This design comes from an exercise in tuning for small area, a short achievable clock period and few clock cycles per item on the open sky130 flow, not from production work.
Function was checked by simulation only, so behaviour that the tests miss may differ from the original.

Setup of fjord:
Design broken_down_time_to_epoch, start of the top module:
module broken_down_time_to_epoch (
  input  logic               clk_i,
  input  logic               rst_ni,
  input  logic               start,
  output logic               busy,
  input  logic signed [10:0] second_in_i,
  input  logic signed [10:0] minute_in_i,
  input  logic signed [10:0] hour_in_i,
  input  logic signed [10:0] day_in_i,
  input  logic signed [7:0]  month_in_i,
  input  logic        [7:0]  year_in_i,
  output logic               done_o,
  output logic        [5:0]  second_out_o,
  output logic        [5:0]  minute_out_o,
  output logic        [4:0]  hour_out_o,
  output logic        [4:0]  day_out_o,
  output logic        [3:0]  month_out_o,
  output logic signed [9:0]  year_out_o,
  output logic        [8:0]  day_of_year_o,
  output logic signed [33:0] epoch_seconds_o
);
clock: 9.0 ns
lec_check: 0
cap_margin: 20
core_margin: 2
core_utilization: 40
slew_margin: 20
run.sh (not shown) runs the stock make flow with config.mk's settings and CLKGATE_MAP_FILE= SYNTH_SCRIPT=/design/flow/synth_recipe.tcl, a recipe that flattens the netlist after the stock synthesis.
Testbench counts of fjord, summed over its fixed seeds: cycles 9,600, items 4,800.
Inputs modified between fjord and violet:
# fjord
export LEC_CHECK = 0
export CAP_MARGIN = 20
export CORE_MARGIN = 2
export CORE_UTILIZATION = 40
export SLEW_MARGIN = 20
create_clock -name core_clock -period 9.0 [get_ports {clk_i}]
# violet
export LEC_CHECK = 0
export CAP_MARGIN = 20
export CORE_MARGIN = 2
export CORE_UTILIZATION = 75
export SLEW_MARGIN = 20
create_clock -name core_clock -period 9.0 [get_ports {clk_i}]
==> flow/flow/run.sh (new file) <==
#!/bin/bash
# The standard layout, with the port buffers made from sky130_fd_sc_hd__buf_2
# cells instead of the default delay buffers. make's output goes to
# flow_make.log in the work folder; each ORFS step keeps its own log under
# orfs/logs.
set -euo pipefail
export BUFFER_PORTS_ARGS="-buffer_cell sky130_fd_sc_hd__buf_2"
bash standard.sh > flow_make.log 2>&1
==> flow/standard.sh (new file) <==
#!/bin/bash
# synth_recipe.tcl (not shown) runs the flow's synth.tcl, then flattens the netlist and writes it again
# the make line also repeats each setting of config.mk as NAME=value (left out here)
make -C /OpenROAD-flow-scripts/flow DESIGN_CONFIG=/design/flow/config.mk WORK_HOME=/design/flow/orfs CLKGATE_MAP_FILE= SYNTH_SCRIPT=/design/flow/synth_recipe.tcl "${@:-finish}"
removed: flow/run.sh
- Min fmax across violet and fjord: fjord
- violet vs. fjord: post-route met1 wirelength fell 19%, aggregate routed wire length down about 0.9%, share of the clock period used by the worst path went down by 0.68 points.
- violet vs fjord, cell type of the slowest stage on the worst timing path: sky130_fd_sc_hd__fa_1 vs sky130_fd_sc_hd__clkdlybuf4s50_1
--- input diff violet..cedar ---
# violet
export LEC_CHECK = 0
export CAP_MARGIN = 20
export CORE_MARGIN = 2
export CORE_UTILIZATION = 75
export SLEW_MARGIN = 20
create_clock -name core_clock -period 9.0 [get_ports {clk_i}]
# cedar
export LEC_CHECK = 0
export CAP_MARGIN = 20
export CORE_MARGIN = 2
export CORE_UTILIZATION = 40
export SLEW_MARGIN = 20
create_clock -name core_clock -period 9.0 [get_ports {clk_i}]
==> flow/flow/run.sh <==
#!/bin/bash
# The standard layout, with the port buffers made from sky130_fd_sc_hd__buf_1
# cells instead of the default delay buffers. make's output goes to
# flow_make.log in the work folder; each ORFS step keeps its own log under
# orfs/logs.
set -euo pipefail
export BUFFER_PORTS_ARGS="-buffer_cell sky130_fd_sc_hd__buf_1"
bash standard.sh > flow_make.log 2>&1
==> run notes <==
Every stage of the flow completed for cedar, and the final layout passed the timing, design-rule and antenna checks. violet finished end to end and its layout was clean on timing, DRC and antenna. Compared with violet, cedar shows worst hold slack across all endpoints lower by 0.015 ns. Relative to violet, die area has increased by 85% in cedar. From violet to cedar the numbers moved as follows: post-CTS repair timing setup buffer count lower; global-route usage went down.


Starting RTL as in the previous note.
clock: 9.0 ns
lec_check: 0
cap_margin: 20
core_margin: 2
core_utilization: 40
slew_margin: 20
standard.sh (not shown) runs the stock make flow with config.mk's settings and CLKGATE_MAP_FILE= SYNTH_SCRIPT=/design/flow/synth_recipe.tcl, a recipe that flattens the netlist after the stock synthesis.
==> flow/flow/run.sh <==
#!/bin/bash
# The standard layout, with the port buffers made from sky130_fd_sc_hd__buf_2
# cells instead of the default delay buffers. make's output goes to
# flow_make.log in the work folder; each ORFS step keeps its own log under
# orfs/logs.
set -euo pipefail
export BUFFER_PORTS_ARGS="-buffer_cell sky130_fd_sc_hd__buf_2"
bash standard.sh > flow_make.log 2>&1
Testbench counts at the start, summed over its fixed seeds: cycles 9,600, items 4,800.
Edit:
==> flow/run.sh (new file) <==
#!/bin/bash
# synth_recipe.tcl (not shown) runs the flow's synth.tcl, then flattens the netlist and writes it again
# the make line also repeats each setting of config.mk as NAME=value (left out here)
make -C /OpenROAD-flow-scripts/flow DESIGN_CONFIG=/design/flow/config.mk WORK_HOME=/design/flow/orfs CLKGATE_MAP_FILE= SYNTH_SCRIPT=/design/flow/synth_recipe.tcl finish
--- a/flow/config.mk
+++ b/flow/config.mk
@@ -10,0 +11 @@
+export SETUP_SLACK_MARGIN = 2.5
removed: flow/flow/run.sh
removed: flow/standard.sh
Result: The changed run completed with no timing, DRC or antenna violations. Setup slack is better by 490 ps. Clock skew is about the same. Hold slack is worse by 24 ps. Maximum frequency grows by a few percent. Area after synthesis is unchanged. Design area came out higher by about a fifth.
Edit:
==> flow/flow/run.sh (new file) <==
#!/bin/bash
# The standard layout, with the port buffers made from sky130_fd_sc_hd__buf_2
# cells instead of the default delay buffers. make's output goes to
# flow_make.log in the work folder; each ORFS step keeps its own log under
# orfs/logs.
set -euo pipefail
export BUFFER_PORTS_ARGS="-buffer_cell sky130_fd_sc_hd__buf_2"
bash standard.sh > flow_make.log 2>&1
==> flow/standard.sh (new file) <==
#!/bin/bash
# synth_recipe.tcl (not shown) runs the flow's synth.tcl, then flattens the netlist and writes it again
# the make line also repeats each setting of config.mk as NAME=value (left out here)
make -C /OpenROAD-flow-scripts/flow DESIGN_CONFIG=/design/flow/config.mk WORK_HOME=/design/flow/orfs CLKGATE_MAP_FILE= SYNTH_SCRIPT=/design/flow/synth_recipe.tcl "${@:-finish}"
--- a/flow/config.mk
+++ b/flow/config.mk
@@ -11 +10,0 @@
-export SETUP_SLACK_MARGIN = 2.5
@@ -12,0 +12 @@
+export SYNTH_HIERARCHICAL = 1
removed: flow/run.sh
Outcome: Synthesized area climbs by 2.4%. Non-clock buffer count drops by 114. Hold slack degrades by 77 ps. Die area is higher by 2.4%. Clock-buffer cell count is higher by 1. Cell count went down by about 3.5%.
Edit:
--- a/flow/config.mk
+++ b/flow/config.mk
@@ -10 +10 @@
-export CORE_UTILIZATION = 40
+export CORE_UTILIZATION = 60
@@ -12 +11,0 @@
-export SYNTH_HIERARCHICAL = 1
What happened: First-iteration DRC count fell by 7.2%; final area fell by 1.8%; setup slack got worse by 350 ps; hold slack improved by 37 ps; clock skew barely changes.
Edit:
--- a/flow/flow/run.sh
+++ b/flow/flow/run.sh
@@ -3 +3,2 @@
-# cells instead of the default delay buffers. make's output goes to
+# cells instead of the default delay buffers, and power recovery (cells on
+# paths with slack downsized) after global routing. make's output goes to
@@ -7,0 +9 @@
+export RECOVER_POWER=100
--- a/flow/config.mk
+++ b/flow/config.mk
@@ -10 +10 @@
-export CORE_UTILIZATION = 60
+export CORE_UTILIZATION = 40
- The new run finished with capacitance limit, slew limit left
- cell count rose by about 7.5%
- critical path depth fell by 2
- register-to-register slack degrades by 1500 ps
- sequential cell count is unchanged
- cell area is about the same
Edit:
==> flow/run.sh (new file) <==
#!/bin/bash
# synth_recipe.tcl (not shown) runs the flow's synth.tcl, then flattens the netlist and writes it again
# the make line also repeats each setting of config.mk as NAME=value (left out here)
make -C /OpenROAD-flow-scripts/flow DESIGN_CONFIG=/design/flow/config.mk WORK_HOME=/design/flow/orfs CLKGATE_MAP_FILE= SYNTH_SCRIPT=/design/flow/synth_recipe.tcl finish
--- a/flow/config.mk
+++ b/flow/config.mk
@@ -10,0 +11 @@
+export SETUP_SLACK_MARGIN = 1.5
removed: flow/flow/run.sh
removed: flow/standard.sh
- With this change the flow ran to the end with no violations
- clock-buffer cell count came out higher by 2
- flip-flop and latch count does not change
- clock skew came out lower by 3.2 ps
- routed wire length came out higher by about 8%
- die area is unchanged
- cell count came out higher by about 3.3%


broken_down_time_to_epoch, a different RTL version from the one above (not shown whole).
For scale: roughly 1,800 cells after synthesis, roughly 37 flip-flops, about 140 I/O pins.
Settings: LEC_CHECK=0, ABC_AREA=1, CAP_MARGIN=20, CORE_MARGIN=2, CORE_UTILIZATION=40, SLEW_MARGIN=20; clock period 9.0 ns.
==> flow/flow/run.sh <==
#!/bin/bash
# The standard layout, with the port buffers made from sky130_fd_sc_hd__buf_2
# cells instead of the default delay buffers. make's output goes to
# flow_make.log in the work folder; each ORFS step keeps its own log under
# orfs/logs.
set -euo pipefail
export BUFFER_PORTS_ARGS="-buffer_cell sky130_fd_sc_hd__buf_2"
bash standard.sh > flow_make.log 2>&1
The first run finished clean.
Testbench counts at the start, summed over its fixed seeds: cycles 9,600, items 4,800.
Edit:
- ABC_AREA: 1 -> unset
- CORE_UTILIZATION: 40 -> 50
Setup slack is better by 67 ps.
Final cell count went down by 14%.
Core utilization went up by 12 points.

==> re-timing with driven ports <==
The flow's constraints put no driver on any port. The routed layouts listed below were extracted and timed again, unchanged, in two steps.
Step 1 assumes that a clkbuf_16 drives the clock port and a buf_2 every other input.
Step 2 moves the port delays by t, midway between the first and last clock arrival at a register: inputs arrive t later, outputs are due t later. That takes back most of the time a late clock gives input paths.
Three values: no drivers, after step 1, after step 2; two values: the first two.
run	t, ns	slack for setup (ns)	clock arrival spread, ns	slew at the worst register clock pin (ns)
fjord	0.310	0.447 / 0.410 / 0.332	0.005 / 0.006	0.06 / 0.06
violet	0.318	0.508 / 0.475 / 0.497	0.013 / 0.013	0.07 / 0.07
cedar	0.315	0.433 / 0.396 / 0.675	0.007 / 0.008	0.06 / 0.06
the first run of note 2	0.312	0.527 / 0.491 / 0.804	0.006 / 0.007	0.06 / 0.06
the second run of note 2	0.315	1.019 / 0.983 / 1.298	0.004 / 0.004	0.06 / 0.06
the third run of note 2	0.318	0.595 / 0.556 / 0.378	0.008 / 0.009	0.06 / 0.06
the fourth run of note 2	0.320	0.247 / 0.209 / 0.529	0.006 / 0.006	0.06 / 0.06
the fifth run of note 2	0.312	0.534 / 0.499 / 0.302	0.006 / 0.005	0.06 / 0.06
the sixth run of note 2	0.310	1.059 / 1.023 / 1.333	0.003 / 0.003	0.06 / 0.06
the first run of note 3	0.311	0.629 / 0.644 / 0.333	0.005 / 0.005	0.06 / 0.06
the second run of note 3	0.321	0.697 / 0.660 / 0.394	0.013 / 0.012	0.07 / 0.07
The setup slack of the second run of note 3, which loses most, moves by -0.037 ns with the drivers and by -0.303 ns with both steps.
